From an optimization exercise on the open Yosys and OpenROAD flow, aimed at small area; shortcuts taken in it are not production practice.
In this exercise RTL edits were held to simulation tests only and were not proved equivalent to the original.
Power is estimated from default activity; no workload was simulated.

==> flow/design.v (outline; a module is shown in full before it is edited, if it fits) <==
// module fft_peak_detect: 815 lines
// module fpd_fa: 10 lines
module fft_peak_detect #(
    parameter int width   = 16,
    parameter int N_2     = 5,
    parameter int SKIP_DC = 1
) (
    input  logic                 clk,
    input  logic                 reset,
    input  logic                 in_valid,
    input  logic [2*width-1:0]   in_data,
    input  logic [2*width-1:0]   threshold,
    output logic                 busy,
    output logic                 result_valid,
    input  logic                 result_ack,
    output logic [N_2-1:0]       peak_idx,
    output logic [2*width-1:0]   peak_mag,
    output logic                 peak_found
);
  // ...
==> flow/flow/run.sh <==
#!/bin/bash
set -e
export BUFFER_PORTS_ARGS="-buffer_cell sky130_fd_sc_hd__buf_1"
export CTS_ARGS="-sink_clustering_enable -repair_clock_nets -dont_use_dummy_load -buf_list sky130_fd_sc_hd__clkbuf_8 -sink_clustering_size 20"
bash standard.sh > standard.log 2>&1
==> flow/standard.sh <==
#!/bin/bash
# synth_recipe.tcl (not shown) runs the flow's synth.tcl, then flattens the netlist and writes it again
# the make line also repeats each setting of config.mk as NAME=value (left out here)
make -C /OpenROAD-flow-scripts/flow DESIGN_CONFIG=/design/flow/config.mk WORK_HOME=/design/flow/orfs CLKGATE_MAP_FILE= SYNTH_SCRIPT=/design/flow/synth_recipe.tcl "${@:-finish}"
==> flow/config.mk <==
export PLATFORM = sky130hd
export DESIGN_NAME = fft_peak_detect
export DESIGN_NICKNAME = fft_peak_detect
export VERILOG_FILES = /design/flow/design.v
export SDC_FILE = /design/flow/constraint.sdc
export NUM_CORES = 4
export LEC_CHECK = 0
export CAP_MARGIN = 20
export CORE_MARGIN = 2
export CORE_UTILIZATION = 60
export SLEW_MARGIN = 20
export SYNTH_HIERARCHICAL = 1
==> flow/constraint.sdc <==
create_clock -name core_clock -period 8.0 [get_ports {clk}]
set_input_delay 1.6000 -clock core_clock [delete_from_list [all_inputs] [get_ports {clk}]]
set_output_delay 1.6000 -clock core_clock [all_outputs]
set_load 0.01 [all_outputs]
==> results.sh, run 1 <==
export IMPL_status="no timing/DRC/antenna violations"
export IMPL_slew_viol_final=0
export IMPL_crit_slowest_cell="fa_1"
export IMPL_dp_cells=1314
export IMPL_end_kind="flip-flop"
export IMPL_buffers=143
export IMPL_rsz0062_at_grt="no"
export IMPL_hold_ws_ns=0.431
export IMPL_clock_area_share_pct=1.09
export IMPL_reg2reg_depth=10
export IMPL_reg_top3="r_mag: 32 flops, r_max_mag: 32 flops, r_pos: 6 flops"
export IMPL_yosysSeqAreaShare_pct=18.1
export IMPL_pg_comb_mw=3.48
export IMPL_dieArea_mm2=0.0184
export IMPL_final_period_utilization_pct=95.1
export IMPL_combPwrFrac_pct=79.3
export IMPL_skew_ns=0.0172
export IMPL_use_met2_pct=41.9
export IMPL_finalWeightedCongestion=0.882
export IMPL_hp_start="r_mag[25]"
export IMPL_yosysMostFrequentCell="fa_1"
export IMPL_ys_flop_type="dfxtp_1"
export IMPL_seq_area_mm2=0.00188
export IMPL_overflow=0
export IMPL_endpoint="r_mag[28]"
export IMPL_syn_to_final_growth_pct=8.94
export IMPL_pre_cts_slack_ns=0.000577
export IMPL_layout_drive_gt1_share_pct=5.10
==> run 2, diff against run 1 <==
==> flow/design.v (replaced) <==
module fft_peak_detect #(
    parameter int width   = 16,
    parameter int N_2     = 5,
    parameter int SKIP_DC = 1
) (
    input  logic                 clk,
    input  logic                 reset,
    input  logic                 in_valid,
    input  logic [2*width-1:0]   in_data,
    input  logic [2*width-1:0]   threshold,
    output logic                 busy,
    output logic                 result_valid,
    input  logic                 result_ack,
    output logic [N_2-1:0]       peak_idx,
    output logic [2*width-1:0]   peak_mag,
    output logic                 peak_found
);
    localparam int PW = 2 * width;
    logic [5:0]            r_pos;
    logic                  w_hold;
    logic [width-1:0]      w_re;
    logic [width-1:0]      w_im;
    logic [PW-1:0]         w_mag;
    logic [PW-1:0]         r_mag;       
    logic                  r_vld;       
    logic [3:0]            w_idx;       
    logic                  w_first;
    logic [PW:0]           w_gt;        
    logic                  w_upd;
    logic [PW-1:0]         r_max_mag;
    logic [3:0]            r_max_idx;
    logic [PW:0]           w_fnd;       
    logic                  r_found;
    assign w_hold = r_pos[5] & r_pos[1];
    always_ff @(posedge clk) begin
        if (!reset) begin
            r_pos <= '0;
        end else if (!r_pos[5]) begin
            r_pos <= r_pos + {5'd0, in_valid};
        end else if (!r_pos[1]) begin
            r_pos <= r_pos + 6'd1;
        end else if (result_ack) begin
            r_pos <= '0;
        end
    end
    assign busy         = (r_pos != '0) & !w_hold;
    assign result_valid = w_hold;
    assign w_re = in_data[PW-1:width];
    assign w_im = in_data[width-1:0];
    logic p1, p2, p3, p4, p5, p6, p7, p8, p9, p10, p11, p12;
    logic p13, p14, p15, p16, p17, p18, p19, p20, p21, p22, p23, p24;
    logic p25, p26, p27, p28, p29, p30, p31, p32, p33, p34, p35, p36;
    logic p37, p38, p39, p40, p41, p42, p43, p44, p45, p46, p47, p48;
    logic p49, p50, p51, p52, p53, p54, p55, p56, p57, p58, p59, p60;
    logic p61, p62, p63, p64, p65, p66, p67, p68, p69, p70, p71, p72;
    logic p73, p74, p75, p76, p77, p78, p79, p80, p81, p82, p83, p84;
    logic p85, p86, p87, p88, p89, p90, p91, p92, p93, p94, p95, p96;
    logic p97, p98, p99, p100, p101, p102, p103, p104, p105, p106, p107, p108;
    logic p109, p110, p111, p112, p113, p114, p115, p116, p117, p118, p119, p120;
    logic p121, p122, p123, p124, p125, p126, p127, p128, p129, p130, p131, p132;
    logic p133, p134, p135, p136, p137, p138, p139, p140, p141, p142, p143, p144;
    logic p145, p146, p147, p148, p149, p150, p151, p152, p153, p154, p155, p156;
    logic p157, p158, p159, p160, p161, p162, p163, p164, p165, p166, p167, p168;
    logic p169, p170, p171, p172, p173, p174, p175, p176, p177, p178, p179, p180;
    logic p181, p182, p183, p184, p185, p186, p187, p188, p189, p190, p191, p192;
    logic p193, p194, p195, p196, p197, p198, p199, p200, p201, p202, p203, p204;
    logic p205, p206, p207, p208, p209, p210, p211, p212, p213, p214, p215, p216;
    logic p217, p218, p219, p220, p221, p222, p223, p224, p225, p226, p227, p228;
    logic p229, p230, p231, p232, p233, p234, p235, p236, p237, p238, p239, p240;
    logic p241, p242, p243, p244, p245, p246, p247, p248, p249, p250, p251, p252;
    logic p253, p254, p255, p256, p257, p258, p259, p260, p261, p262, p263, p264;
    logic p265, p266, p267, p268, p269, p270, p271, p272, s273, c274, s275, c276;
    logic s277, c278, s279, c280, s281, c282, s283, c284, s285, c286, s287, c288;
    logic s289, c290, s291, c292, s293, c294, s295, c296, s297, c298, s299, c300;
    logic s301, c302, s303, c304, s305, c306, s307, c308, s309, c310, s311, c312;
    logic s313, c314, s315, c316, s317, c318, s319, c320, s321, c322, s323, c324;
    logic s325, c326, s327, c328, s329, c330, s331, c332, s333, c334, s335, c336;
    logic s337, c338, s339, c340, s341, c342, s343, c344, s345, c346, s347, c348;
    logic s349, c350, s351, c352, s353, c354, s355, c356, s357, c358, s359, c360;
    logic s361, c362, s363, c364, s365, c366, s367, c368, s369, c370, s371, c372;
    logic s373, c374, s375, c376, s377, c378, s379, c380, s381, c382, s383, c384;
    logic s385, c386, s387, c388, s389, c390, s391, c392, s393, c394, s395, c396;
    logic s397, c398, s399, c400, s401, c402, s403, c404, s405, c406, s407, c408;
    logic s409, c410, s411, c412, s413, c414, s415, c416, s417, c418, s419, c420;
    logic s421, c422, s423, c424, s425, c426, s427, c428, s429, c430, s431, c432;
    logic s433, c434, s435, c436, s437, c438, s439, c440, s441, c442, s443, c444;
    logic s445, c446, s447, c448, s449, c450, s451, c452, s453, c454, s455, c456;
    logic s457, c458, s459, c460, s461, c462, s463, c464, s465, c466, s467, c468;
    logic s469, c470, s471, c472, s473, c474, s475, c476, s477, c478, s479, c480;
    logic s481, c482, s483, c484, s485, c486, s487, c488, s489, c490, s491, c492;
    logic s493, c494, s495, c496, s497, c498, s499, c500, s501, c502, s503, c504;
    logic s505, c506, s507, c508, s509, c510, s511, c512, s513, c514, s515, c516;
    logic s517, c518, s519, c520, s521, c522, s523, c524, s525, c526, s527, c528;
    logic s529, c530, s531, c532, s533, c534, s535, c536, s537, c538, s539, c540;
    logic s541, c542, s543, c544, s545, c546, s547, c548, s549, c550, s551, c552;
    logic s553, c554, s555, c556, s557, c558, s559, c560, s561, c562, s563, c564;
    logic s565, c566, s567, c568, s569, c570, s571, c572, s573, c574, s575, c576;
    logic s577, c578, s579, c580, s581, c582, s583, c584, s585, c586, s587, c588;
    logic s589, c590, s591, c592, s593, c594, s595, c596, s597, c598, s599, c600;
    logic s601, c602, s603, c604, s605, c606, s607, c608, s609, c610, s611, c612;
    logic s613, c614, s615, c616, s617, c618, s619, c620, s621, c622, s623, c624;
    logic s625, c626, s627, c628, s629, c630, s631, c632, s633, c634, s635, c636;
    logic s637, c638, s639, c640, s641, c642, s643, c644, s645, c646, s647, c648;
    logic s649, c650, s651, c652, s653, c654, s655, c656, s657, c658, s659, c660;
    logic s661, c662, s663, c664, s665, c666, s667, c668, s669, c670, s671, c672;
    logic s673, c674, s675, c676, s677, c678, s679, c680, s681, c682, s683, c684;
    logic s685, c686, s687, c688, s689, c690, s691, c692, s693, c694, s695, c696;
    logic s697, c698, s699, c700, s701, c702, s703, c704, s705, c706, s707, c708;
    logic s709, c710, s711, c712, s713, c714, s715, c716, s717, c718, s719, c720;
    logic s721, c722, s723, c724, s725, c726, s727, c728, s729, c730, t731, g732;
    logic t733, g734, t735, g736, t737, g738, t739, g740, t741, g742, t743, g744;
    logic t745, g746, t747, g748, t749, g750, t751, g752, t753, g754, t755, g756;
    logic t757, g758, t759, g760, t761, g762, t763, g764, t765, g766, t767, g768;
    logic t769, g770, t771, g772, t773, g774, t775, g776, t777, g778, t779, g780;
    logic t781, g782, t783, g784, t785, g786, c787, g788, g789, q790, g791, q792;
    logic g793, q794, g795, q796, g797, q798, g799, q800, g801, q802, g803, q804;
    logic g805, q806, g807, q808, g809, q810, g811, q812, g813, q814, g815, q816;
    logic g817, q818, g819, q820, g821, q822, g823, q824, g825, q826, g827, q828;
    logic g829, q830, g831, q832, g833, q834, g835, q836, g837, q838, g839, q840;
    logic g841, q842, g843, q844, g845, q846, g847, q848, g849, q850, g851, q852;
    logic g853, q854, g855, q856, g857, q858, g859, q860, g861, q862, g863, q864;
    logic g865, q866, g867, q868, g869, q870, g871, q872, g873, q874, g875, q876;
    logic g877, q878, g879, q880, g881, q882, g883, q884, m885, m886, m887, m888;
    logic m889, m890, m891, m892, m893, m894, m895, m896, m897, m898, m899, m900;
    logic m901, m902, m903, m904, m905, m906, m907, m908, m909, m910, m911, m912;
    assign p1 = ~(w_re[0] & w_re[1]);
    assign p2 = ~(w_re[0] & w_re[2]);
    assign p3 = ~(w_re[0] & w_re[3]);
    assign p4 = ~(w_re[0] & w_re[4]);
    assign p5 = ~(w_re[0] & w_re[5]);
    assign p6 = ~(w_re[0] & w_re[6]);
    assign p7 = ~(w_re[0] & w_re[7]);
    assign p8 = ~(w_re[0] & w_re[8]);
    assign p9 = ~(w_re[0] & w_re[9]);
    assign p10 = ~(w_re[0] & w_re[10]);
    assign p11 = ~(w_re[0] & w_re[11]);
    assign p12 = ~(w_re[0] & w_re[12]);
    assign p13 = ~(w_re[0] & w_re[13]);
    assign p14 = ~(w_re[0] & w_re[14]);
    assign p15 = ~(w_re[1] & w_re[2]);
    assign p16 = ~(w_re[1] & w_re[3]);
    assign p17 = ~(w_re[1] & w_re[4]);
    assign p18 = ~(w_re[1] & w_re[5]);
    assign p19 = ~(w_re[1] & w_re[6]);
    assign p20 = ~(w_re[1] & w_re[7]);
    assign p21 = ~(w_re[1] & w_re[8]);
    assign p22 = ~(w_re[1] & w_re[9]);
    assign p23 = ~(w_re[1] & w_re[10]);
    assign p24 = ~(w_re[1] & w_re[11]);
    assign p25 = ~(w_re[1] & w_re[12]);
    assign p26 = ~(w_re[1] & w_re[13]);
    assign p27 = ~(w_re[1] & w_re[14]);
    assign p28 = ~(w_re[2] & w_re[3]);
    assign p29 = ~(w_re[2] & w_re[4]);
    assign p30 = ~(w_re[2] & w_re[5]);
    assign p31 = ~(w_re[2] & w_re[6]);
    assign p32 = ~(w_re[2] & w_re[7]);
    assign p33 = ~(w_re[2] & w_re[8]);
    assign p34 = ~(w_re[2] & w_re[9]);
    assign p35 = ~(w_re[2] & w_re[10]);
    assign p36 = ~(w_re[2] & w_re[11]);
    assign p37 = ~(w_re[2] & w_re[12]);
    assign p38 = ~(w_re[2] & w_re[13]);
    assign p39 = ~(w_re[2] & w_re[14]);
    assign p40 = ~(w_re[3] & w_re[4]);
    assign p41 = ~(w_re[3] & w_re[5]);
    assign p42 = ~(w_re[3] & w_re[6]);
    assign p43 = ~(w_re[3] & w_re[7]);
    assign p44 = ~(w_re[3] & w_re[8]);
    assign p45 = ~(w_re[3] & w_re[9]);
    assign p46 = ~(w_re[3] & w_re[10]);
    assign p47 = ~(w_re[3] & w_re[11]);
    assign p48 = ~(w_re[3] & w_re[12]);
    assign p49 = ~(w_re[3] & w_re[13]);
    assign p50 = ~(w_re[3] & w_re[14]);
    assign p51 = ~(w_re[4] & w_re[5]);
    assign p52 = ~(w_re[4] & w_re[6]);
    assign p53 = ~(w_re[4] & w_re[7]);
    assign p54 = ~(w_re[4] & w_re[8]);
    assign p55 = ~(w_re[4] & w_re[9]);
    assign p56 = ~(w_re[4] & w_re[10]);
    assign p57 = ~(w_re[4] & w_re[11]);
    assign p58 = ~(w_re[4] & w_re[12]);
    assign p59 = ~(w_re[4] & w_re[13]);
    assign p60 = ~(w_re[4] & w_re[14]);
    assign p61 = ~(w_re[5] & w_re[6]);
    assign p62 = ~(w_re[5] & w_re[7]);
    assign p63 = ~(w_re[5] & w_re[8]);
    assign p64 = ~(w_re[5] & w_re[9]);
    assign p65 = ~(w_re[5] & w_re[10]);
    assign p66 = ~(w_re[5] & w_re[11]);
    assign p67 = ~(w_re[5] & w_re[12]);
    assign p68 = ~(w_re[5] & w_re[13]);
    assign p69 = ~(w_re[5] & w_re[14]);
    assign p70 = ~(w_re[6] & w_re[7]);
    assign p71 = ~(w_re[6] & w_re[8]);
    assign p72 = ~(w_re[6] & w_re[9]);
    assign p73 = ~(w_re[6] & w_re[10]);
    assign p74 = ~(w_re[6] & w_re[11]);
    assign p75 = ~(w_re[6] & w_re[12]);
    assign p76 = ~(w_re[6] & w_re[13]);
    assign p77 = ~(w_re[6] & w_re[14]);
    assign p78 = ~(w_re[7] & w_re[8]);
    assign p79 = ~(w_re[7] & w_re[9]);
    assign p80 = ~(w_re[7] & w_re[10]);
    assign p81 = ~(w_re[7] & w_re[11]);
    assign p82 = ~(w_re[7] & w_re[12]);
    assign p83 = ~(w_re[7] & w_re[13]);
    assign p84 = ~(w_re[7] & w_re[14]);
    assign p85 = ~(w_re[8] & w_re[9]);
    assign p86 = ~(w_re[8] & w_re[10]);
    assign p87 = ~(w_re[8] & w_re[11]);
    assign p88 = ~(w_re[8] & w_re[12]);
    assign p89 = ~(w_re[8] & w_re[13]);
    assign p90 = ~(w_re[8] & w_re[14]);
    assign p91 = ~(w_re[9] & w_re[10]);
    assign p92 = ~(w_re[9] & w_re[11]);
    assign p93 = ~(w_re[9] & w_re[12]);
    assign p94 = ~(w_re[9] & w_re[13]);
    assign p95 = ~(w_re[9] & w_re[14]);
    assign p96 = ~(w_re[10] & w_re[11]);
    assign p97 = ~(w_re[10] & w_re[12]);
    assign p98 = ~(w_re[10] & w_re[13]);
    assign p99 = ~(w_re[10] & w_re[14]);
    assign p100 = ~(w_re[11] & w_re[12]);
    assign p101 = ~(w_re[11] & w_re[13]);
    assign p102 = ~(w_re[11] & w_re[14]);
    assign p103 = ~(w_re[12] & w_re[13]);
    assign p104 = ~(w_re[12] & w_re[14]);
    assign p105 = ~(w_re[13] & w_re[14]);
    assign p106 = ~w_re[0];
    assign p107 = ~w_re[1];
    assign p108 = ~w_re[2];
    assign p109 = ~w_re[3];
    assign p110 = ~w_re[4];
    assign p111 = ~w_re[5];
    assign p112 = ~w_re[6];
    assign p113 = ~w_re[7];
    assign p114 = ~w_re[8];
    assign p115 = ~w_re[9];
    assign p116 = ~w_re[10];
    assign p117 = ~w_re[11];
    assign p118 = ~w_re[12];
    assign p119 = ~w_re[13];
    assign p120 = ~w_re[14];
    assign p121 = (w_re[15] & w_re[0]);
    assign p122 = (w_re[15] & w_re[1]);
    assign p123 = (w_re[15] & w_re[2]);
    assign p124 = (w_re[15] & w_re[3]);
    assign p125 = (w_re[15] & w_re[4]);
    assign p126 = (w_re[15] & w_re[5]);
    assign p127 = (w_re[15] & w_re[6]);
    assign p128 = (w_re[15] & w_re[7]);
    assign p129 = (w_re[15] & w_re[8]);
    assign p130 = (w_re[15] & w_re[9]);
    assign p131 = (w_re[15] & w_re[10]);
    assign p132 = (w_re[15] & w_re[11]);
    assign p133 = (w_re[15] & w_re[12]);
    assign p134 = (w_re[15] & w_re[13]);
    assign p135 = (w_re[15] & w_re[14]);
    assign p136 = ~w_re[15];
    assign p137 = ~(w_im[0] & w_im[1]);
    assign p138 = ~(w_im[0] & w_im[2]);
    assign p139 = ~(w_im[0] & w_im[3]);
    assign p140 = ~(w_im[0] & w_im[4]);
    assign p141 = ~(w_im[0] & w_im[5]);
    assign p142 = ~(w_im[0] & w_im[6]);
    assign p143 = ~(w_im[0] & w_im[7]);
    assign p144 = ~(w_im[0] & w_im[8]);
    assign p145 = ~(w_im[0] & w_im[9]);
    assign p146 = ~(w_im[0] & w_im[10]);
    assign p147 = ~(w_im[0] & w_im[11]);
    assign p148 = ~(w_im[0] & w_im[12]);
    assign p149 = ~(w_im[0] & w_im[13]);
    assign p150 = ~(w_im[0] & w_im[14]);
    assign p151 = ~(w_im[1] & w_im[2]);
    assign p152 = ~(w_im[1] & w_im[3]);
    assign p153 = ~(w_im[1] & w_im[4]);
    assign p154 = ~(w_im[1] & w_im[5]);
    assign p155 = ~(w_im[1] & w_im[6]);
    assign p156 = ~(w_im[1] & w_im[7]);
    assign p157 = ~(w_im[1] & w_im[8]);
    assign p158 = ~(w_im[1] & w_im[9]);
    assign p159 = ~(w_im[1] & w_im[10]);
    assign p160 = ~(w_im[1] & w_im[11]);
    assign p161 = ~(w_im[1] & w_im[12]);
    assign p162 = ~(w_im[1] & w_im[13]);
    assign p163 = ~(w_im[1] & w_im[14]);
    assign p164 = ~(w_im[2] & w_im[3]);
    assign p165 = ~(w_im[2] & w_im[4]);
    assign p166 = ~(w_im[2] & w_im[5]);
    assign p167 = ~(w_im[2] & w_im[6]);
    assign p168 = ~(w_im[2] & w_im[7]);
    assign p169 = ~(w_im[2] & w_im[8]);
    assign p170 = ~(w_im[2] & w_im[9]);
    assign p171 = ~(w_im[2] & w_im[10]);
    assign p172 = ~(w_im[2] & w_im[11]);
    assign p173 = ~(w_im[2] & w_im[12]);
    assign p174 = ~(w_im[2] & w_im[13]);
    assign p175 = ~(w_im[2] & w_im[14]);
    assign p176 = ~(w_im[3] & w_im[4]);
    assign p177 = ~(w_im[3] & w_im[5]);
    assign p178 = ~(w_im[3] & w_im[6]);
    assign p179 = ~(w_im[3] & w_im[7]);
    assign p180 = ~(w_im[3] & w_im[8]);
    assign p181 = ~(w_im[3] & w_im[9]);
    assign p182 = ~(w_im[3] & w_im[10]);
    assign p183 = ~(w_im[3] & w_im[11]);
    assign p184 = ~(w_im[3] & w_im[12]);
    assign p185 = ~(w_im[3] & w_im[13]);
    assign p186 = ~(w_im[3] & w_im[14]);
    assign p187 = ~(w_im[4] & w_im[5]);
    assign p188 = ~(w_im[4] & w_im[6]);
    assign p189 = ~(w_im[4] & w_im[7]);
    assign p190 = ~(w_im[4] & w_im[8]);
    assign p191 = ~(w_im[4] & w_im[9]);
    assign p192 = ~(w_im[4] & w_im[10]);
    assign p193 = ~(w_im[4] & w_im[11]);
    assign p194 = ~(w_im[4] & w_im[12]);
    assign p195 = ~(w_im[4] & w_im[13]);
    assign p196 = ~(w_im[4] & w_im[14]);
    assign p197 = ~(w_im[5] & w_im[6]);
    assign p198 = ~(w_im[5] & w_im[7]);
    assign p199 = ~(w_im[5] & w_im[8]);
    assign p200 = ~(w_im[5] & w_im[9]);
    assign p201 = ~(w_im[5] & w_im[10]);
    assign p202 = ~(w_im[5] & w_im[11]);
    assign p203 = ~(w_im[5] & w_im[12]);
    assign p204 = ~(w_im[5] & w_im[13]);
    assign p205 = ~(w_im[5] & w_im[14]);
    assign p206 = ~(w_im[6] & w_im[7]);
    assign p207 = ~(w_im[6] & w_im[8]);
    assign p208 = ~(w_im[6] & w_im[9]);
    assign p209 = ~(w_im[6] & w_im[10]);
    assign p210 = ~(w_im[6] & w_im[11]);
    assign p211 = ~(w_im[6] & w_im[12]);
    assign p212 = ~(w_im[6] & w_im[13]);
    assign p213 = ~(w_im[6] & w_im[14]);
    assign p214 = ~(w_im[7] & w_im[8]);
    assign p215 = ~(w_im[7] & w_im[9]);
    assign p216 = ~(w_im[7] & w_im[10]);
    assign p217 = ~(w_im[7] & w_im[11]);
    assign p218 = ~(w_im[7] & w_im[12]);
    assign p219 = ~(w_im[7] & w_im[13]);
    assign p220 = ~(w_im[7] & w_im[14]);
    assign p221 = ~(w_im[8] & w_im[9]);
    assign p222 = ~(w_im[8] & w_im[10]);
    assign p223 = ~(w_im[8] & w_im[11]);
    assign p224 = ~(w_im[8] & w_im[12]);
    assign p225 = ~(w_im[8] & w_im[13]);
    assign p226 = ~(w_im[8] & w_im[14]);
    assign p227 = ~(w_im[9] & w_im[10]);
    assign p228 = ~(w_im[9] & w_im[11]);
    assign p229 = ~(w_im[9] & w_im[12]);
    assign p230 = ~(w_im[9] & w_im[13]);
    assign p231 = ~(w_im[9] & w_im[14]);
    assign p232 = ~(w_im[10] & w_im[11]);
    assign p233 = ~(w_im[10] & w_im[12]);
    assign p234 = ~(w_im[10] & w_im[13]);
    assign p235 = ~(w_im[10] & w_im[14]);
    assign p236 = ~(w_im[11] & w_im[12]);
    assign p237 = ~(w_im[11] & w_im[13]);
    assign p238 = ~(w_im[11] & w_im[14]);
    assign p239 = ~(w_im[12] & w_im[13]);
    assign p240 = ~(w_im[12] & w_im[14]);
    assign p241 = ~(w_im[13] & w_im[14]);
    assign p242 = ~w_im[0];
    assign p243 = ~w_im[1];
    assign p244 = ~w_im[2];
    assign p245 = ~w_im[3];
    assign p246 = ~w_im[4];
    assign p247 = ~w_im[5];
    assign p248 = ~w_im[6];
    assign p249 = ~w_im[7];
    assign p250 = ~w_im[8];
    assign p251 = ~w_im[9];
    assign p252 = ~w_im[10];
    assign p253 = ~w_im[11];
    assign p254 = ~w_im[12];
    assign p255 = ~w_im[13];
    assign p256 = ~w_im[14];
    assign p257 = (w_im[15] & w_im[0]);
    assign p258 = (w_im[15] & w_im[1]);
    assign p259 = (w_im[15] & w_im[2]);
    assign p260 = (w_im[15] & w_im[3]);
    assign p261 = (w_im[15] & w_im[4]);
    assign p262 = (w_im[15] & w_im[5]);
    assign p263 = (w_im[15] & w_im[6]);
    assign p264 = (w_im[15] & w_im[7]);
    assign p265 = (w_im[15] & w_im[8]);
    assign p266 = (w_im[15] & w_im[9]);
    assign p267 = (w_im[15] & w_im[10]);
    assign p268 = (w_im[15] & w_im[11]);
    assign p269 = (w_im[15] & w_im[12]);
    assign p270 = (w_im[15] & w_im[13]);
    assign p271 = (w_im[15] & w_im[14]);
    assign p272 = ~w_im[15];
    fpd_xn u_s273 (.a(p11), .b(p23), .y(s273));
    fpd_or u_c274 (.a(p11), .b(p23), .y(c274));
    fpd_fa u_s275 (.a(p13), .b(p25), .c(p36), .s(s275), .co(c276));
    fpd_xn u_s277 (.a(p46), .b(p55), .y(s277));
    fpd_or u_c278 (.a(p46), .b(p55), .y(c278));
    fpd_fa u_s279 (.a(p14), .b(p26), .c(p37), .s(s279), .co(c280));
    fpd_xn u_s281 (.a(p47), .b(p56), .y(s281));
    fpd_or u_c282 (.a(p47), .b(p56), .y(c282));
    fpd_fa u_s283 (.a(p27), .b(p38), .c(p48), .s(s283), .co(c284));
    fpd_fa u_s285 (.a(p57), .b(p65), .c(p72), .s(s285), .co(c286));
    fpd_fa u_s287 (.a(p78), .b(p114), .c(p121), .s(s287), .co(c288));
    fpd_xn u_s289 (.a(p163), .b(p174), .y(s289));
    fpd_or u_c290 (.a(p163), .b(p174), .y(c290));
    fpd_fa u_s291 (.a(p39), .b(p49), .c(p58), .s(s291), .co(c292));
    fpd_fa u_s293 (.a(p66), .b(p73), .c(p79), .s(s293), .co(c294));
    fpd_fa u_s295 (.a(p122), .b(p175), .c(p185), .s(s295), .co(c296));
    fpd_fa u_s297 (.a(p50), .b(p59), .c(p67), .s(s297), .co(c298));
    fpd_fa u_s299 (.a(p74), .b(p80), .c(p85), .s(s299), .co(c300));
    fpd_fa u_s301 (.a(p115), .b(p123), .c(p186), .s(s301), .co(c302));
    fpd_fa u_s303 (.a(p60), .b(p68), .c(p75), .s(s303), .co(c304));
    fpd_fa u_s305 (.a(p69), .b(p76), .c(p82), .s(s305), .co(c306));
    fpd_xn u_s307 (.a(p7), .b(p19), .y(s307));
    fpd_or u_c308 (.a(p7), .b(p19), .y(c308));
    fpd_fa u_s309 (.a(p9), .b(p21), .c(p32), .s(s309), .co(c310));
    fpd_xn u_s311 (.a(p42), .b(p51), .y(s311));
    fpd_or u_c312 (.a(p42), .b(p51), .y(c312));
    fpd_fa u_s313 (.a(p10), .b(p22), .c(p33), .s(s313), .co(c314));
    fpd_xn u_s315 (.a(p43), .b(p52), .y(s315));
    fpd_or u_c316 (.a(p43), .b(p52), .y(c316));
    fpd_fa u_s317 (.a(s273), .b(p34), .c(p44), .s(s317), .co(c318));
    fpd_fa u_s319 (.a(p53), .b(p61), .c(p112), .s(s319), .co(c320));
    fpd_fa u_s321 (.a(p147), .b(p159), .c(p170), .s(s321), .co(c322));
    fpd_fa u_s323 (.a(c274), .b(p12), .c(p24), .s(s323), .co(c324));
    fpd_fa u_s325 (.a(p35), .b(p45), .c(p54), .s(s325), .co(c326));
    fpd_fa u_s327 (.a(p62), .b(p148), .c(p160), .s(s327), .co(c328));
    fpd_xn u_s329 (.a(p171), .b(p181), .y(s329));
    fpd_or u_c330 (.a(p171), .b(p181), .y(c330));
    fpd_fa u_s331 (.a(s275), .b(s277), .c(p63), .s(s331), .co(c332));
    fpd_fa u_s333 (.a(p70), .b(p113), .c(p149), .s(s333), .co(c334));
    fpd_fa u_s335 (.a(p161), .b(p172), .c(p182), .s(s335), .co(c336));
    fpd_fa u_s337 (.a(p191), .b(p199), .c(p206), .s(s337), .co(c338));
    fpd_fa u_s339 (.a(c276), .b(c278), .c(s279), .s(s339), .co(c340));
    fpd_fa u_s341 (.a(s281), .b(p64), .c(p71), .s(s341), .co(c342));
    fpd_fa u_s343 (.a(p150), .b(p162), .c(p173), .s(s343), .co(c344));
    fpd_fa u_s345 (.a(p183), .b(p192), .c(p200), .s(s345), .co(c346));
    fpd_fa u_s347 (.a(c280), .b(c282), .c(s283), .s(s347), .co(c348));
    fpd_fa u_s349 (.a(s285), .b(s287), .c(s289), .s(s349), .co(c350));
    fpd_fa u_s351 (.a(p184), .b(p193), .c(p201), .s(s351), .co(c352));
    fpd_fa u_s353 (.a(p208), .b(p214), .c(p250), .s(s353), .co(c354));
    fpd_fa u_s355 (.a(c284), .b(c286), .c(c288), .s(s355), .co(c356));
    fpd_fa u_s357 (.a(c290), .b(s291), .c(s293), .s(s357), .co(c358));
    fpd_fa u_s359 (.a(s295), .b(p194), .c(p202), .s(s359), .co(c360));
    fpd_fa u_s361 (.a(p209), .b(p215), .c(p258), .s(s361), .co(c362));
    fpd_fa u_s363 (.a(c292), .b(c294), .c(c296), .s(s363), .co(c364));
    fpd_fa u_s365 (.a(s297), .b(s299), .c(s301), .s(s365), .co(c366));
    fpd_fa u_s367 (.a(p195), .b(p203), .c(p210), .s(s367), .co(c368));
    fpd_fa u_s369 (.a(p216), .b(p221), .c(p251), .s(s369), .co(c370));
    fpd_fa u_s371 (.a(c298), .b(c300), .c(c302), .s(s371), .co(c372));
    fpd_fa u_s373 (.a(s303), .b(p81), .c(p86), .s(s373), .co(c374));
    fpd_fa u_s375 (.a(p124), .b(p196), .c(p204), .s(s375), .co(c376));
    fpd_fa u_s377 (.a(p211), .b(p217), .c(p222), .s(s377), .co(c378));
    fpd_fa u_s379 (.a(c304), .b(s305), .c(p87), .s(s379), .co(c380));
    fpd_fa u_s381 (.a(p91), .b(p116), .c(p125), .s(s381), .co(c382));
    fpd_fa u_s383 (.a(p205), .b(p212), .c(p218), .s(s383), .co(c384));
    fpd_fa u_s385 (.a(p223), .b(p227), .c(p252), .s(s385), .co(c386));
    fpd_fa u_s387 (.a(c306), .b(p77), .c(p83), .s(s387), .co(c388));
    fpd_fa u_s389 (.a(p88), .b(p92), .c(p126), .s(s389), .co(c390));
    fpd_fa u_s391 (.a(p213), .b(p219), .c(p224), .s(s391), .co(c392));
    fpd_fa u_s393 (.a(p84), .b(p89), .c(p93), .s(s393), .co(c394));
    fpd_fa u_s395 (.a(p96), .b(p117), .c(p127), .s(s395), .co(c396));
    fpd_fa u_s397 (.a(p220), .b(p225), .c(p229), .s(s397), .co(c398));
    fpd_fa u_s399 (.a(p90), .b(p94), .c(p97), .s(s399), .co(c400));
    fpd_fa u_s401 (.a(p95), .b(p98), .c(p100), .s(s401), .co(c402));
    fpd_fa u_s403 (.a(p5), .b(p17), .c(p28), .s(s403), .co(c404));
    fpd_xn u_s405 (.a(p6), .b(p18), .y(s405));
    fpd_or u_c406 (.a(p6), .b(p18), .y(c406));
    fpd_fa u_s407 (.a(s307), .b(p30), .c(p40), .s(s407), .co(c408));
    fpd_fa u_s409 (.a(p110), .b(p143), .c(p155), .s(s409), .co(c410));
    fpd_fa u_s411 (.a(c308), .b(p8), .c(p20), .s(s411), .co(c412));
    fpd_fa u_s413 (.a(p31), .b(p41), .c(p144), .s(s413), .co(c414));
    fpd_xn u_s415 (.a(p156), .b(p167), .y(s415));
    fpd_or u_c416 (.a(p156), .b(p167), .y(c416));
    fpd_fa u_s417 (.a(s309), .b(s311), .c(p111), .s(s417), .co(c418));
    fpd_fa u_s419 (.a(p145), .b(p157), .c(p168), .s(s419), .co(c420));
    fpd_fa u_s421 (.a(p178), .b(p187), .c(p247), .s(s421), .co(c422));
    fpd_fa u_s423 (.a(c310), .b(c312), .c(s313), .s(s423), .co(c424));
    fpd_fa u_s425 (.a(s315), .b(p146), .c(p158), .s(s425), .co(c426));
    fpd_fa u_s427 (.a(p169), .b(p179), .c(p188), .s(s427), .co(c428));
    fpd_fa u_s429 (.a(c314), .b(c316), .c(s317), .s(s429), .co(c430));
    fpd_fa u_s431 (.a(s319), .b(s321), .c(p180), .s(s431), .co(c432));
    fpd_fa u_s433 (.a(p189), .b(p197), .c(p248), .s(s433), .co(c434));
    fpd_fa u_s435 (.a(c318), .b(c320), .c(c322), .s(s435), .co(c436));
    fpd_fa u_s437 (.a(s323), .b(s325), .c(s327), .s(s437), .co(c438));
    fpd_fa u_s439 (.a(s329), .b(p190), .c(p198), .s(s439), .co(c440));
    fpd_fa u_s441 (.a(c324), .b(c326), .c(c328), .s(s441), .co(c442));
    fpd_fa u_s443 (.a(c330), .b(s331), .c(s333), .s(s443), .co(c444));
    fpd_fa u_s445 (.a(s335), .b(s337), .c(p249), .s(s445), .co(c446));
    fpd_fa u_s447 (.a(c332), .b(c334), .c(c336), .s(s447), .co(c448));
    fpd_fa u_s449 (.a(c338), .b(s339), .c(s341), .s(s449), .co(c450));
    fpd_fa u_s451 (.a(s343), .b(s345), .c(p207), .s(s451), .co(c452));
    fpd_fa u_s453 (.a(c340), .b(c342), .c(c344), .s(s453), .co(c454));
    fpd_fa u_s455 (.a(c346), .b(s347), .c(s349), .s(s455), .co(c456));
    fpd_fa u_s457 (.a(s351), .b(s353), .c(p257), .s(s457), .co(c458));
    fpd_fa u_s459 (.a(c348), .b(c350), .c(c352), .s(s459), .co(c460));
    fpd_fa u_s461 (.a(c354), .b(s355), .c(s357), .s(s461), .co(c462));
    fpd_ha u_s463 (.a(s359), .b(s361), .s(s463), .co(c464));
    fpd_fa u_s465 (.a(c356), .b(c358), .c(c360), .s(s465), .co(c466));
    fpd_fa u_s467 (.a(c362), .b(s363), .c(s365), .s(s467), .co(c468));
    fpd_fa u_s469 (.a(s367), .b(s369), .c(p259), .s(s469), .co(c470));
    fpd_fa u_s471 (.a(c364), .b(c366), .c(c368), .s(s471), .co(c472));
    fpd_fa u_s473 (.a(c370), .b(s371), .c(s373), .s(s473), .co(c474));
    fpd_fa u_s475 (.a(s375), .b(s377), .c(p260), .s(s475), .co(c476));
    fpd_fa u_s477 (.a(c372), .b(c374), .c(c376), .s(s477), .co(c478));
    fpd_fa u_s479 (.a(c378), .b(s379), .c(s381), .s(s479), .co(c480));
    fpd_fa u_s481 (.a(s383), .b(s385), .c(p261), .s(s481), .co(c482));
    fpd_fa u_s483 (.a(c380), .b(c382), .c(c384), .s(s483), .co(c484));
    fpd_fa u_s485 (.a(c386), .b(s387), .c(s389), .s(s485), .co(c486));
    fpd_fa u_s487 (.a(s391), .b(p228), .c(p262), .s(s487), .co(c488));
    fpd_fa u_s489 (.a(c388), .b(c390), .c(c392), .s(s489), .co(c490));
    fpd_fa u_s491 (.a(s393), .b(s395), .c(s397), .s(s491), .co(c492));
    fpd_fa u_s493 (.a(p232), .b(p253), .c(p263), .s(s493), .co(c494));
    fpd_fa u_s495 (.a(c394), .b(c396), .c(c398), .s(s495), .co(c496));
    fpd_fa u_s497 (.a(s399), .b(p128), .c(p226), .s(s497), .co(c498));
    fpd_fa u_s499 (.a(p230), .b(p233), .c(p264), .s(s499), .co(c500));
    fpd_fa u_s501 (.a(c400), .b(s401), .c(p118), .s(s501), .co(c502));
    fpd_fa u_s503 (.a(p129), .b(p231), .c(p234), .s(s503), .co(c504));
    fpd_fa u_s505 (.a(p236), .b(p254), .c(p265), .s(s505), .co(c506));
    fpd_fa u_s507 (.a(c402), .b(p99), .c(p101), .s(s507), .co(c508));
    fpd_fa u_s509 (.a(p130), .b(p235), .c(p237), .s(s509), .co(c510));
    fpd_fa u_s511 (.a(p102), .b(p103), .c(p119), .s(s511), .co(c512));
    fpd_fa u_s513 (.a(p131), .b(p238), .c(p239), .s(s513), .co(c514));
    fpd_fa u_s515 (.a(p3), .b(p15), .c(p108), .s(s515), .co(c516));
    fpd_xn u_s517 (.a(p4), .b(p16), .y(s517));
    fpd_or u_c518 (.a(p4), .b(p16), .y(c518));
    fpd_fa u_s519 (.a(s403), .b(p109), .c(p141), .s(s519), .co(c520));
    fpd_xn u_s521 (.a(p153), .b(p164), .y(s521));
    fpd_or u_c522 (.a(p153), .b(p164), .y(c522));
    fpd_fa u_s523 (.a(c404), .b(s405), .c(p29), .s(s523), .co(c524));
    fpd_fa u_s525 (.a(p142), .b(p154), .c(p165), .s(s525), .co(c526));
    fpd_fa u_s527 (.a(c406), .b(s407), .c(s409), .s(s527), .co(c528));
    fpd_fa u_s529 (.a(p166), .b(p176), .c(p246), .s(s529), .co(c530));
    fpd_fa u_s531 (.a(c408), .b(c410), .c(s411), .s(s531), .co(c532));
    fpd_fa u_s533 (.a(s413), .b(s415), .c(p177), .s(s533), .co(c534));
    fpd_fa u_s535 (.a(c412), .b(c414), .c(c416), .s(s535), .co(c536));
    fpd_fa u_s537 (.a(s417), .b(s419), .c(s421), .s(s537), .co(c538));
    fpd_fa u_s539 (.a(c418), .b(c420), .c(c422), .s(s539), .co(c540));
    fpd_fa u_s541 (.a(s423), .b(s425), .c(s427), .s(s541), .co(c542));
    fpd_fa u_s543 (.a(c424), .b(c426), .c(c428), .s(s543), .co(c544));
    fpd_fa u_s545 (.a(s429), .b(s431), .c(s433), .s(s545), .co(c546));
    fpd_fa u_s547 (.a(c430), .b(c432), .c(c434), .s(s547), .co(c548));
    fpd_fa u_s549 (.a(s435), .b(s437), .c(s439), .s(s549), .co(c550));
    fpd_fa u_s551 (.a(c436), .b(c438), .c(c440), .s(s551), .co(c552));
    fpd_fa u_s553 (.a(s441), .b(s443), .c(s445), .s(s553), .co(c554));
    fpd_fa u_s555 (.a(c442), .b(c444), .c(c446), .s(s555), .co(c556));
    fpd_fa u_s557 (.a(s447), .b(s449), .c(s451), .s(s557), .co(c558));
    fpd_fa u_s559 (.a(c448), .b(c450), .c(c452), .s(s559), .co(c560));
    fpd_fa u_s561 (.a(s453), .b(s455), .c(s457), .s(s561), .co(c562));
    fpd_fa u_s563 (.a(c454), .b(c456), .c(c458), .s(s563), .co(c564));
    fpd_fa u_s565 (.a(s459), .b(s461), .c(s463), .s(s565), .co(c566));
    fpd_fa u_s567 (.a(c460), .b(c462), .c(c464), .s(s567), .co(c568));
    fpd_fa u_s569 (.a(s465), .b(s467), .c(s469), .s(s569), .co(c570));
    fpd_fa u_s571 (.a(c466), .b(c468), .c(c470), .s(s571), .co(c572));
    fpd_fa u_s573 (.a(s471), .b(s473), .c(s475), .s(s573), .co(c574));
    fpd_fa u_s575 (.a(c472), .b(c474), .c(c476), .s(s575), .co(c576));
    fpd_fa u_s577 (.a(s477), .b(s479), .c(s481), .s(s577), .co(c578));
    fpd_fa u_s579 (.a(c478), .b(c480), .c(c482), .s(s579), .co(c580));
    fpd_fa u_s581 (.a(s483), .b(s485), .c(s487), .s(s581), .co(c582));
    fpd_fa u_s583 (.a(c484), .b(c486), .c(c488), .s(s583), .co(c584));
    fpd_fa u_s585 (.a(s489), .b(s491), .c(s493), .s(s585), .co(c586));
    fpd_fa u_s587 (.a(c490), .b(c492), .c(c494), .s(s587), .co(c588));
    fpd_fa u_s589 (.a(s495), .b(s497), .c(s499), .s(s589), .co(c590));
    fpd_fa u_s591 (.a(c496), .b(c498), .c(c500), .s(s591), .co(c592));
    fpd_fa u_s593 (.a(s501), .b(s503), .c(s505), .s(s593), .co(c594));
    fpd_fa u_s595 (.a(c502), .b(c504), .c(c506), .s(s595), .co(c596));
    fpd_fa u_s597 (.a(s507), .b(s509), .c(p266), .s(s597), .co(c598));
    fpd_fa u_s599 (.a(c508), .b(c510), .c(s511), .s(s599), .co(c600));
    fpd_fa u_s601 (.a(s513), .b(p255), .c(p267), .s(s601), .co(c602));
    fpd_fa u_s603 (.a(c512), .b(c514), .c(p104), .s(s603), .co(c604));
    fpd_fa u_s605 (.a(p132), .b(p240), .c(p268), .s(s605), .co(c606));
    fpd_fa u_s607 (.a(p105), .b(p120), .c(p133), .s(s607), .co(c608));
    fpd_fa u_s609 (.a(p241), .b(p256), .c(p269), .s(s609), .co(c610));
    fpd_xn u_s611 (.a(p1), .b(p107), .y(s611));
    fpd_or u_c612 (.a(p1), .b(p107), .y(c612));
    fpd_xn u_s613 (.a(s515), .b(p139), .y(s613));
    fpd_or u_c614 (.a(s515), .b(p139), .y(c614));
    fpd_fa u_s615 (.a(c516), .b(s517), .c(p140), .s(s615), .co(c616));
    fpd_fa u_s617 (.a(c518), .b(s519), .c(s521), .s(s617), .co(c618));
    fpd_fa u_s619 (.a(c520), .b(c522), .c(s523), .s(s619), .co(c620));
    fpd_fa u_s621 (.a(c524), .b(c526), .c(s527), .s(s621), .co(c622));
    fpd_fa u_s623 (.a(c528), .b(c530), .c(s531), .s(s623), .co(c624));
    fpd_fa u_s625 (.a(c532), .b(c534), .c(s535), .s(s625), .co(c626));
    fpd_fa u_s627 (.a(c536), .b(c538), .c(s539), .s(s627), .co(c628));
    fpd_fa u_s629 (.a(c540), .b(c542), .c(s543), .s(s629), .co(c630));
    fpd_fa u_s631 (.a(c544), .b(c546), .c(s547), .s(s631), .co(c632));
    fpd_fa u_s633 (.a(c548), .b(c550), .c(s551), .s(s633), .co(c634));
    fpd_fa u_s635 (.a(c552), .b(c554), .c(s555), .s(s635), .co(c636));
    fpd_fa u_s637 (.a(c556), .b(c558), .c(s559), .s(s637), .co(c638));
    fpd_fa u_s639 (.a(c560), .b(c562), .c(s563), .s(s639), .co(c640));
    fpd_fa u_s641 (.a(c564), .b(c566), .c(s567), .s(s641), .co(c642));
    fpd_fa u_s643 (.a(c568), .b(c570), .c(s571), .s(s643), .co(c644));
    fpd_fa u_s645 (.a(c572), .b(c574), .c(s575), .s(s645), .co(c646));
    fpd_fa u_s647 (.a(c576), .b(c578), .c(s579), .s(s647), .co(c648));
    fpd_fa u_s649 (.a(c580), .b(c582), .c(s583), .s(s649), .co(c650));
    fpd_fa u_s651 (.a(c584), .b(c586), .c(s587), .s(s651), .co(c652));
    fpd_fa u_s653 (.a(c588), .b(c590), .c(s591), .s(s653), .co(c654));
    fpd_fa u_s655 (.a(c592), .b(c594), .c(s595), .s(s655), .co(c656));
    fpd_fa u_s657 (.a(c596), .b(c598), .c(s599), .s(s657), .co(c658));
    fpd_fa u_s659 (.a(c600), .b(c602), .c(s603), .s(s659), .co(c660));
    fpd_fa u_s661 (.a(c604), .b(c606), .c(s607), .s(s661), .co(c662));
    fpd_fa u_s663 (.a(c608), .b(c610), .c(p134), .s(s663), .co(c664));
    fpd_fa u_s665 (.a(p135), .b(p136), .c(p271), .s(s665), .co(c666));
    fpd_xn u_s667 (.a(s611), .b(p137), .y(s667));
    fpd_or u_c668 (.a(s611), .b(p137), .y(c668));
    fpd_fa u_s669 (.a(c612), .b(p2), .c(p138), .s(s669), .co(c670));
    fpd_fa u_s671 (.a(s613), .b(p151), .c(p244), .s(s671), .co(c672));
    fpd_fa u_s673 (.a(c614), .b(s615), .c(p152), .s(s673), .co(c674));
    fpd_fa u_s675 (.a(c616), .b(s617), .c(p245), .s(s675), .co(c676));
    fpd_fa u_s677 (.a(c618), .b(s619), .c(s525), .s(s677), .co(c678));
    fpd_fa u_s679 (.a(c620), .b(s621), .c(s529), .s(s679), .co(c680));
    fpd_fa u_s681 (.a(c622), .b(s623), .c(s533), .s(s681), .co(c682));
    fpd_fa u_s683 (.a(c624), .b(s625), .c(s537), .s(s683), .co(c684));
    fpd_fa u_s685 (.a(c626), .b(s627), .c(s541), .s(s685), .co(c686));
    fpd_fa u_s687 (.a(c628), .b(s629), .c(s545), .s(s687), .co(c688));
    fpd_fa u_s689 (.a(c630), .b(s631), .c(s549), .s(s689), .co(c690));
    fpd_fa u_s691 (.a(c632), .b(s633), .c(s553), .s(s691), .co(c692));
    fpd_fa u_s693 (.a(c634), .b(s635), .c(s557), .s(s693), .co(c694));
    fpd_fa u_s695 (.a(c636), .b(s637), .c(s561), .s(s695), .co(c696));
    fpd_fa u_s697 (.a(c638), .b(s639), .c(s565), .s(s697), .co(c698));
    fpd_fa u_s699 (.a(c640), .b(s641), .c(s569), .s(s699), .co(c700));
    fpd_fa u_s701 (.a(c642), .b(s643), .c(s573), .s(s701), .co(c702));
    fpd_fa u_s703 (.a(c644), .b(s645), .c(s577), .s(s703), .co(c704));
    fpd_fa u_s705 (.a(c646), .b(s647), .c(s581), .s(s705), .co(c706));
    fpd_fa u_s707 (.a(c648), .b(s649), .c(s585), .s(s707), .co(c708));
    fpd_fa u_s709 (.a(c650), .b(s651), .c(s589), .s(s709), .co(c710));
    fpd_fa u_s711 (.a(c652), .b(s653), .c(s593), .s(s711), .co(c712));
    fpd_fa u_s713 (.a(c654), .b(s655), .c(s597), .s(s713), .co(c714));
    fpd_fa u_s715 (.a(c656), .b(s657), .c(s601), .s(s715), .co(c716));
    fpd_fa u_s717 (.a(c658), .b(s659), .c(s605), .s(s717), .co(c718));
    fpd_fa u_s719 (.a(c660), .b(s661), .c(s609), .s(s719), .co(c720));
    fpd_fa u_s721 (.a(c662), .b(s663), .c(p270), .s(s721), .co(c722));
    fpd_fa u_s723 (.a(c664), .b(s665), .c(p272), .s(s723), .co(c724));
    fpd_xn u_s725 (.a(p106), .b(p242), .y(s725));
    fpd_or u_c726 (.a(p106), .b(p242), .y(c726));
    fpd_xn u_s727 (.a(s667), .b(p243), .y(s727));
    fpd_or u_c728 (.a(s667), .b(p243), .y(c728));
    fpd_fa u_s729 (.a(c668), .b(s669), .c(c728), .s(s729), .co(c730));
    fpd_xo u_t731 (.a(c670), .b(s671), .y(t731));
    fpd_nr u_g732 (.a(c670), .b(s671), .y(g732));
    fpd_xo u_t733 (.a(c672), .b(s673), .y(t733));
    fpd_nr u_g734 (.a(c672), .b(s673), .y(g734));
    fpd_xo u_t735 (.a(c674), .b(s675), .y(t735));
    fpd_nr u_g736 (.a(c674), .b(s675), .y(g736));
    fpd_xo u_t737 (.a(c676), .b(s677), .y(t737));
    fpd_nr u_g738 (.a(c676), .b(s677), .y(g738));
    fpd_xo u_t739 (.a(c678), .b(s679), .y(t739));
    fpd_nr u_g740 (.a(c678), .b(s679), .y(g740));
    fpd_xo u_t741 (.a(c680), .b(s681), .y(t741));
    fpd_nr u_g742 (.a(c680), .b(s681), .y(g742));
    fpd_xo u_t743 (.a(c682), .b(s683), .y(t743));
    fpd_nr u_g744 (.a(c682), .b(s683), .y(g744));
    fpd_xo u_t745 (.a(c684), .b(s685), .y(t745));
    fpd_nr u_g746 (.a(c684), .b(s685), .y(g746));
    fpd_xo u_t747 (.a(c686), .b(s687), .y(t747));
    fpd_nr u_g748 (.a(c686), .b(s687), .y(g748));
    fpd_xo u_t749 (.a(c688), .b(s689), .y(t749));
    fpd_nr u_g750 (.a(c688), .b(s689), .y(g750));
    fpd_xo u_t751 (.a(c690), .b(s691), .y(t751));
    fpd_nr u_g752 (.a(c690), .b(s691), .y(g752));
    fpd_xo u_t753 (.a(c692), .b(s693), .y(t753));
    fpd_nr u_g754 (.a(c692), .b(s693), .y(g754));
    fpd_xo u_t755 (.a(c694), .b(s695), .y(t755));
    fpd_nr u_g756 (.a(c694), .b(s695), .y(g756));
    fpd_xo u_t757 (.a(c696), .b(s697), .y(t757));
    fpd_nr u_g758 (.a(c696), .b(s697), .y(g758));
    fpd_xo u_t759 (.a(c698), .b(s699), .y(t759));
    fpd_nr u_g760 (.a(c698), .b(s699), .y(g760));
    fpd_xo u_t761 (.a(c700), .b(s701), .y(t761));
    fpd_nr u_g762 (.a(c700), .b(s701), .y(g762));
    fpd_xo u_t763 (.a(c702), .b(s703), .y(t763));
    fpd_nr u_g764 (.a(c702), .b(s703), .y(g764));
    fpd_xo u_t765 (.a(c704), .b(s705), .y(t765));
    fpd_nr u_g766 (.a(c704), .b(s705), .y(g766));
    fpd_xo u_t767 (.a(c706), .b(s707), .y(t767));
    fpd_nr u_g768 (.a(c706), .b(s707), .y(g768));
    fpd_xo u_t769 (.a(c708), .b(s709), .y(t769));
    fpd_nr u_g770 (.a(c708), .b(s709), .y(g770));
    fpd_xo u_t771 (.a(c710), .b(s711), .y(t771));
    fpd_nr u_g772 (.a(c710), .b(s711), .y(g772));
    fpd_xo u_t773 (.a(c712), .b(s713), .y(t773));
    fpd_nr u_g774 (.a(c712), .b(s713), .y(g774));
    fpd_xo u_t775 (.a(c714), .b(s715), .y(t775));
    fpd_nr u_g776 (.a(c714), .b(s715), .y(g776));
    fpd_xo u_t777 (.a(c716), .b(s717), .y(t777));
    fpd_nr u_g778 (.a(c716), .b(s717), .y(g778));
    fpd_xo u_t779 (.a(c718), .b(s719), .y(t779));
    fpd_nr u_g780 (.a(c718), .b(s719), .y(g780));
    fpd_xo u_t781 (.a(c720), .b(s721), .y(t781));
    fpd_nr u_g782 (.a(c720), .b(s721), .y(g782));
    fpd_xo u_t783 (.a(c722), .b(s723), .y(t783));
    fpd_nr u_g784 (.a(c722), .b(s723), .y(g784));
    fpd_xo u_t785 (.a(c724), .b(c666), .y(t785));
    fpd_nr u_g786 (.a(c724), .b(c666), .y(g786));
    assign c787 = ~c730;
    assign g788 = g732 | (t731 & c787);
    assign g789 = g734 | (t733 & g788);
    assign q790 = t733 & t731;
    assign g791 = g738 | (t737 & g736);
    assign q792 = t737 & t735;
    assign g793 = g742 | (t741 & g740);
    assign q794 = t741 & t739;
    assign g795 = g746 | (t745 & g744);
    assign q796 = t745 & t743;
    assign g797 = g750 | (t749 & g748);
    assign q798 = t749 & t747;
    assign g799 = g754 | (t753 & g752);
    assign q800 = t753 & t751;
    assign g801 = g758 | (t757 & g756);
    assign q802 = t757 & t755;
    assign g803 = g762 | (t761 & g760);
    assign q804 = t761 & t759;
    assign g805 = g766 | (t765 & g764);
    assign q806 = t765 & t763;
    assign g807 = g770 | (t769 & g768);
    assign q808 = t769 & t767;
    assign g809 = g774 | (t773 & g772);
    assign q810 = t773 & t771;
    assign g811 = g778 | (t777 & g776);
    assign q812 = t777 & t775;
    assign g813 = g782 | (t781 & g780);
    assign q814 = t781 & t779;
    assign g815 = g786 | (t785 & g784);
    assign q816 = t785 & t783;
    assign g817 = g791 | (q792 & g789);
    assign q818 = q792 & q790;
    assign g819 = g795 | (q796 & g793);
    assign q820 = q796 & q794;
    assign g821 = g799 | (q800 & g797);
    assign q822 = q800 & q798;
    assign g823 = g803 | (q804 & g801);
    assign q824 = q804 & q802;
    assign g825 = g807 | (q808 & g805);
    assign q826 = q808 & q806;
    assign g827 = g811 | (q812 & g809);
    assign q828 = q812 & q810;
    assign g829 = g815 | (q816 & g813);
    assign q830 = q816 & q814;
    assign g831 = g819 | (q820 & g817);
    assign q832 = q820 & q818;
    assign g833 = g823 | (q824 & g821);
    assign q834 = q824 & q822;
    assign g835 = g827 | (q828 & g825);
    assign q836 = q828 & q826;
    assign g837 = g833 | (q834 & g831);
    assign q838 = q834 & q832;
    assign g839 = g835 | (q836 & g837);
    assign q840 = q836 & q838;
    assign g841 = g821 | (q822 & g831);
    assign q842 = q822 & q832;
    assign g843 = g825 | (q826 & g837);
    assign q844 = q826 & q838;
    assign g845 = g829 | (q830 & g839);
    assign q846 = q830 & q840;
    assign g847 = g793 | (q794 & g817);
    assign q848 = q794 & q818;
    assign g849 = g797 | (q798 & g831);
    assign q850 = q798 & q832;
    assign g851 = g801 | (q802 & g841);
    assign q852 = q802 & q842;
    assign g853 = g805 | (q806 & g837);
    assign q854 = q806 & q838;
    assign g855 = g809 | (q810 & g843);
    assign q856 = q810 & q844;
    assign g857 = g813 | (q814 & g839);
    assign q858 = q814 & q840;
    assign g859 = g736 | (t735 & g789);
    assign q860 = t735 & q790;
    assign g861 = g740 | (t739 & g817);
    assign q862 = t739 & q818;
    assign g863 = g744 | (t743 & g847);
    assign q864 = t743 & q848;
    assign g865 = g748 | (t747 & g831);
    assign q866 = t747 & q832;
    assign g867 = g752 | (t751 & g849);
    assign q868 = t751 & q850;
    assign g869 = g756 | (t755 & g841);
    assign q870 = t755 & q842;
    assign g871 = g760 | (t759 & g851);
    assign q872 = t759 & q852;
    assign g873 = g764 | (t763 & g837);
    assign q874 = t763 & q838;
    assign g875 = g768 | (t767 & g853);
    assign q876 = t767 & q854;
    assign g877 = g772 | (t771 & g843);
    assign q878 = t771 & q844;
    assign g879 = g776 | (t775 & g855);
    assign q880 = t775 & q856;
    assign g881 = g780 | (t779 & g839);
    assign q882 = t779 & q840;
    assign g883 = g784 | (t783 & g857);
    assign q884 = t783 & q858;
    assign m885 = t731 ^ c787;
    assign m886 = t733 ^ g788;
    assign m887 = t735 ^ g789;
    assign m888 = t737 ^ g859;
    assign m889 = t739 ^ g817;
    assign m890 = t741 ^ g861;
    assign m891 = t743 ^ g847;
    assign m892 = t745 ^ g863;
    assign m893 = t747 ^ g831;
    assign m894 = t749 ^ g865;
    assign m895 = t751 ^ g849;
    assign m896 = t753 ^ g867;
    assign m897 = t755 ^ g841;
    assign m898 = t757 ^ g869;
    assign m899 = t759 ^ g851;
    assign m900 = t761 ^ g871;
    assign m901 = t763 ^ g837;
    assign m902 = t765 ^ g873;
    assign m903 = t767 ^ g853;
    assign m904 = t769 ^ g875;
    assign m905 = t771 ^ g843;
    assign m906 = t773 ^ g877;
    assign m907 = t775 ^ g855;
    assign m908 = t777 ^ g879;
    assign m909 = t779 ^ g839;
    assign m910 = t781 ^ g881;
    assign m911 = t783 ^ g857;
    assign m912 = t785 ^ g883;
    assign w_mag = {m912, m911, m910, m909, m908, m907, m906, m905, m904, m903, m902, m901, m900, m899, m898, m897, m896, m895, m894, m893, m892, m891, m890, m889, m888, m887, m886, m885, ~s729, ~s727, ~c726, ~s725};
    always_ff @(posedge clk) begin
        r_mag <= w_mag;
        r_vld <= reset && in_valid && (r_pos[5:4] == 2'd0) && (r_pos[3:0] != 4'd0);
    end
    assign w_idx   = r_pos[3:0] - 4'd1;
    assign w_first = (r_pos[3:0] == 4'd2);
    assign w_gt[0]  = 1'b0;
    assign w_fnd[0] = 1'b0;
    for (genvar i = 0; i < PW; i++) begin : g_cmp
        assign w_gt[i+1]  = (r_mag[i] & ~r_max_mag[i]) | ((r_mag[i] | ~r_max_mag[i]) & w_gt[i]);
        assign w_fnd[i+1] = (r_max_mag[i] & ~threshold[i]) |
                            ((r_max_mag[i] | ~threshold[i]) & w_fnd[i]);
    end
    assign w_upd = r_vld && (w_first || w_gt[PW]);
    always_ff @(posedge clk) begin
        if (w_upd) begin
            r_max_mag <= r_mag;
            r_max_idx <= w_idx;
        end
        r_found <= w_fnd[PW];
    end
    assign peak_mag   = r_max_mag;
    assign peak_idx   = {1'b0, r_max_idx};
    assign peak_found = r_found;
endmodule
module fpd_fa (
    input  logic a,
    input  logic b,
    input  logic c,
    output logic s,
    output logic co
);
    assign s  = a ^ b ^ c;
    assign co = (a & b) | (a & c) | (b & c);
endmodule
module fpd_ha (
    input  logic a,
    input  logic b,
    output logic s,
    output logic co
);
    assign s  = a ^ b;
    assign co = a & b;
endmodule
module fpd_xn (
    input  logic a,
    input  logic b,
    output logic y
);
    assign y = ~(a ^ b);
endmodule
module fpd_or (
    input  logic a,
    input  logic b,
    output logic y
);
    assign y = a | b;
endmodule
module fpd_xo (
    input  logic a,
    input  logic b,
    output logic y
);
    assign y = a ^ b;
endmodule
module fpd_nr (
    input  logic a,
    input  logic b,
    output logic y
);
    assign y = ~(a | b);
endmodule
==> flow/flow/run.sh (replaced) <==
#!/bin/bash
set -e
export BUFFER_PORTS_ARGS="-buffer_cell sky130_fd_sc_hd__buf_1"
export CTS_ARGS="-sink_clustering_enable -repair_clock_nets -dont_use_dummy_load -buf_list sky130_fd_sc_hd__clkbuf_4 -sink_clustering_size 12"
bash standard.sh > standard.log 2>&1
==> flow/config.mk (replaced) <==
export PLATFORM = sky130hd
export DESIGN_NAME = fft_peak_detect
export DESIGN_NICKNAME = fft_peak_detect
export VERILOG_FILES = /design/flow/design.v
export SDC_FILE = /design/flow/constraint.sdc
export NUM_CORES = 4
export LEC_CHECK = 0
export CAP_MARGIN = 0
export CORE_MARGIN = 2
export CORE_UTILIZATION = 60
export SLEW_MARGIN = 0
export SYNTH_HIERARCHICAL = 1
==> run 2 against run 1 <==
Worst hold slack better by 0.0046 ns. Critical endpoint is now r_mag[31]. Synthesized area shrank 4.4%. Largest power group unchanged. Register-to-register slack better by 0.09 ns. Highest routed layer unchanged.
==> results.sh, run 2 <==
export IMPL_cts_buffer_depth=2
export IMPL_cts_sinks=76
export IMPL_path_clk_slew_ns=0.11
export IMPL_synth_fa_ha_area_share_pct=47.7
export IMPL_drt_iter0_drc=515
export IMPL_finalWeightedCongestion=0.904
export IMPL_gr_usage_all_layers_pct=28.3
export IMPL_crit_start="in_data[27]"
export IMPL_num_io_pins=108
export IMPL_die_h_um=133
export IMPL_grt_antenna_before_repair=1
export IMPL_synthMuxAreaShare_pct=0
export IMPL_crit_slowest_cell="fa_1"
export IMPL_slew_viol_final=0
export IMPL_drt_wirelength_per_cell_um=17.6
export IMPL_stdcell_count=1334
export IMPL_p_leak_nw=4.15
export IMPL_finalSetupTns_ns=0
export IMPL_cts_hold_buffers_added=0
export IMPL_finalCriticalPeriod_ns=7.08
export IMPL_p_clk_share_pct=3.8
export IMPL_synth_cell_types=60
export IMPL_cts_resized_gates=0
export IMPL_synth_area_leader_cell="fa_1"
export IMPL_status="no timing/DRC/antenna violations"
export IMPL_crit_chain="buf_1 -> nand2_1 -> fa_1 -> fa_1 -> fa_1 -> fa_1 -> fa_1 -> fa_1 -> xor2_1 -> a211oi_1 -> nand2_1 -> a221oi_1 -> o211ai_1 -> a41o_1 -> o31a_1 -> a21boi_1 -> o21ai_1 -> ha_1 -> nor2_1 -> xnor2_1"
export IMPL_power_mw=4.10
export IMPL_fill_cells=1431
export IMPL_setup_viol_count_final=0
export IMPL_switching_power_mw=1.93
export IMPL_synth_xor_area_share_pct=5.29
export IMPL_detail_route_antenna_nets=0
export IMPL_drc=0
export IMPL_nets=1415
export IMPL_clkLatencyLatePin_ns=0.41
export IMPL_path_common_cell="fa_1"
export IMPL_hp_start="r_mag[13]"
export IMPL_grt_max_degree=37
export IMPL_hold_viol_final=0
export IMPL_slowest_delay_ns=0.60
export IMPL_yosysMostFrequentCell="nand2_1"
export IMPL_layout_common_cells="236 x nand2_1, 211 x fa_1, 106 x buf_1"
export IMPL_root_buffer="clkbuf_4"
export IMPL_routed_wirelength_mm=23.4
export IMPL_rows=47
export IMPL_internal_power_mw=2.16
export IMPL_min_path_cells=0
export IMPL_htreeDepth=3
export IMPL_numCtsBuffers=9
export IMPL_seqPwrFrac_pct=16.8
export IMPL_combPwrFrac_pct=79.4
export IMPL_synth_simple_gate_area_share_pct=16.6
export IMPL_rsz0062_at_grt="no"
export IMPL_r2r_slack_ns=4.50
export IMPL_core_mm2=0.0164
export IMPL_cpLargestDelayFamily="adder cells"
export IMPL_synth_edff_count=36
export IMPL_synth_top_family_by_area="adder cells"
export IMPL_tightest_slew_ns=1.15
export IMPL_max_slew_margin_pct=22.9
export IMPL_post_cts_buffers=0
export IMPL_syn_cell_area_mm2=0.00993
export IMPL_syn_inst=1001
export IMPL_worstPathArrival_ns=7.43
export IMPL_yosysSeqAreaShare_pct=18.9
export IMPL_viasPerCell=5.50
export IMPL_fmax_mhz=141
export IMPL_io_buffers=106
export IMPL_dp_cells=1324
export IMPL_path_max_fanout=10
export IMPL_ys_seq_elements=76
export IMPL_grt_pass1_wl_mm=38.7
export IMPL_synth_area_leaders="fa_1 43%, edfxtp_1 11%, nand2_1 8.9%"
export IMPL_die_x_um=133
export IMPL_final_common_cell="nand2_1"
export IMPL_synth_compound_area_share_pct=6.87
export IMPL_reg2reg_depth=8
export IMPL_syn_to_final_growth_pct=8.69
export IMPL_yosysWarnings=7
export IMPL_cap_viol_max_count=0
export IMPL_overflow=0
export IMPL_vias=7342
export IMPL_reg_top3="r_mag: 32 flops, r_max_mag: 32 flops, r_pos: 6 flops"
export IMPL_ys_flop_type="dfxtp_1"
export IMPL_hp_class="flip-flop to flip-flop"
export IMPL_async_flop_share_pct=0
export IMPL_avgSynthCellArea_um2=9.92
export IMPL_start_util_pct=60.5
export IMPL_layout_drive_gt1_share_pct=4.94
export IMPL_dieArea_mm2=0.0176
export IMPL_cts_tree="done"
export IMPL_synth_commonest_cells="236 x nand2_1, 211 x fa_1, 83 x inv_1, 82 x nor2_1, 40 x dfxtp_1"
export IMPL_p_sw_share_pct=47.2
export IMPL_hold_end="r_max_mag[13]"
export IMPL_ir_drop_mv=0.321
export IMPL_hpwl_mm=20.2
export IMPL_worstReg2RegEnd="r_max_mag[14]"
export IMPL_power_density_mw_per_mm2=379
export IMPL_path_buf_inv=1
export IMPL_worst_setup_path_type="input port to flip-flop"
export IMPL_final_period_utilization_pct=88.5
export IMPL_synth_top_cell_area_share_pct=42.5
export IMPL_grt_pass1_vias=7652
export IMPL_r2r_start="r_max_mag[12]"
export IMPL_cp_required_ns=8.35
export IMPL_dr_pass1_iters=5
export IMPL_critPathLaunchType="input port"
export IMPL_end_kind="flip-flop"
export IMPL_hold_ws_ns=0.435
export IMPL_skew_ns=0.0255
==> run 2: cell types whose count changed in the layout (fill, tap and decap cells not counted), moves of 18 or more <==
| cell | previous run | this run |
|---|---|---|
| and2_1 | 32 | 1 |
| conb_1 | 24 | 1 |
| fa_1 | 250 | 211 |
| nand2b_1 | 45 | 16 |
| nor2_1 | 18 | 82 |
| or2_1 | 0 | 18 |
| xnor2_1 | 7 | 30 |
| xor2_1 | 7 | 30 |
==> run 2: cell type report <==
| type | count | area, µm² | area share [%] |
|---|---|---|---|
| timing repair buffer | 139 | 646 | 5.98 |
| clock buffer | 9 | 67.6 | 0.626 |
| multi-input combinational | 804 | 7600 | 70.4 |
| inverter | 85 | 319 | 2.96 |
| sequential | 76 | 1880 | 17.4 |
| tap | 220 | 275 | 2.55 |
| antenna | 1 | 2.50 | 0.0232 |
==> run 2: through the flow <==
step                      setup WS (ns)  instance area (µm²)  utilization [%]
after CTS                         0.962                10800             65.8
final                             0.919                10800             65.8
after floorplan                   0.979                 9930                -
after global routing              0.603                10800             65.8
after global placement            0.637                10700             65.4
after detailed placement          0.497                10700             65.4
==> run 2: worst reg2reg max path, delay by kind of cell (launching register included) <==
kind	cells	cell delay (ns)
AO/OA/AOI/OAI	4	1.97
flip-flops	1	0.43
adder cells (fa/ha/maj)	1	0.35
AND/OR/NAND/NOR	2	0.24
buffers and inverters	1	0.12
==> run 2: routing by layer <==
metal	up-vias	share of wire, %	GRT usage, %
met5	-	0	0
met4	0	3.4	10.5
met3	42	6.9	5.17
met2	290	45	43.8
met1	3620	45	40.4
li1	3390	-	-
==> run 2: power by group through the flow <==
stage | registers (mW) | clock network (mW) | logic [mW]
final | 0.687 | 0.156 | 3.25
after global placement | 0.693 | 0 | 3.19
after CTS | 0.688 | 0.168 | 3.29
after detailed placement | 0.698 | 0 | 3.26
after floorplan | 0.685 | 0 | 2.54
after global routing | 0.702 | 0.180 | 3.73
==> run 2: how the worst max path moves through the flow <==
| stage | end | cells past startpoint | slack, ns |
|---|---|---|---|
| 3_5_place_dp | r_mag[31] | 20 | 0.50 |
| 3_3_place_gp | r_mag[31] | 20 | 0.64 |
| 6_report | r_mag[31] | 20 | 0.92 |
| 2_1_floorplan | r_mag[31] | 20 | 0.98 |
| 4_1_cts | r_mag[31] | 20 | 0.96 |
| 5_1_grt | r_mag[31] | 20 | 0.60 |
==> run 2: logic make-up (layout without fill, tap and decap cells) <==
group                    count (synthesis)  in the layout
AO/OA/AOI/OAI                           96             96
XOR/XNOR                                60             60
buffers and inverters                  121            233
flip-flops                              76             76
other                                    1              2
AND/OR/NAND/NOR                        391            391
adder cells (fa/ha/maj)                256            256
==> run 2: Yosys stat by module, one instance, submodules excluded <==
module           cells inside  cell area, µm²  flops+latches
fpd_fa                      1            20.0              0
fpd_xo                      1            8.76              0
fpd_or                      1            6.26              0
fft_peak_detect           700            5090             76
fpd_ha                      1            12.5              0
fpd_xn                      1            8.76              0
fpd_nr                      1            3.75              0

[separate check: timing with driven ports]
How much do the figures lean on ideal ports? The routed layouts below were timed once more, with nothing changed but the port constraints. Step 1 assumes that a clkbuf_16 drives the clock port and a buf_2 every other input. Step 2 also shifts input and output timing later by t, the mid clock arrival at the registers, as if the neighbouring blocks saw the same clock. Three values: ideal ports, drivers, drivers and shift; two values: the first two.
| run | t (ns) | setup slack, ns |
|---|---|---|
| run 1 | 0.362 | 0.391 / 0.399 / 0.036 |
| run 2 | 0.427 | 0.919 / 0.930 / 0.503 |
After both steps setup and hold are still met in every run listed.
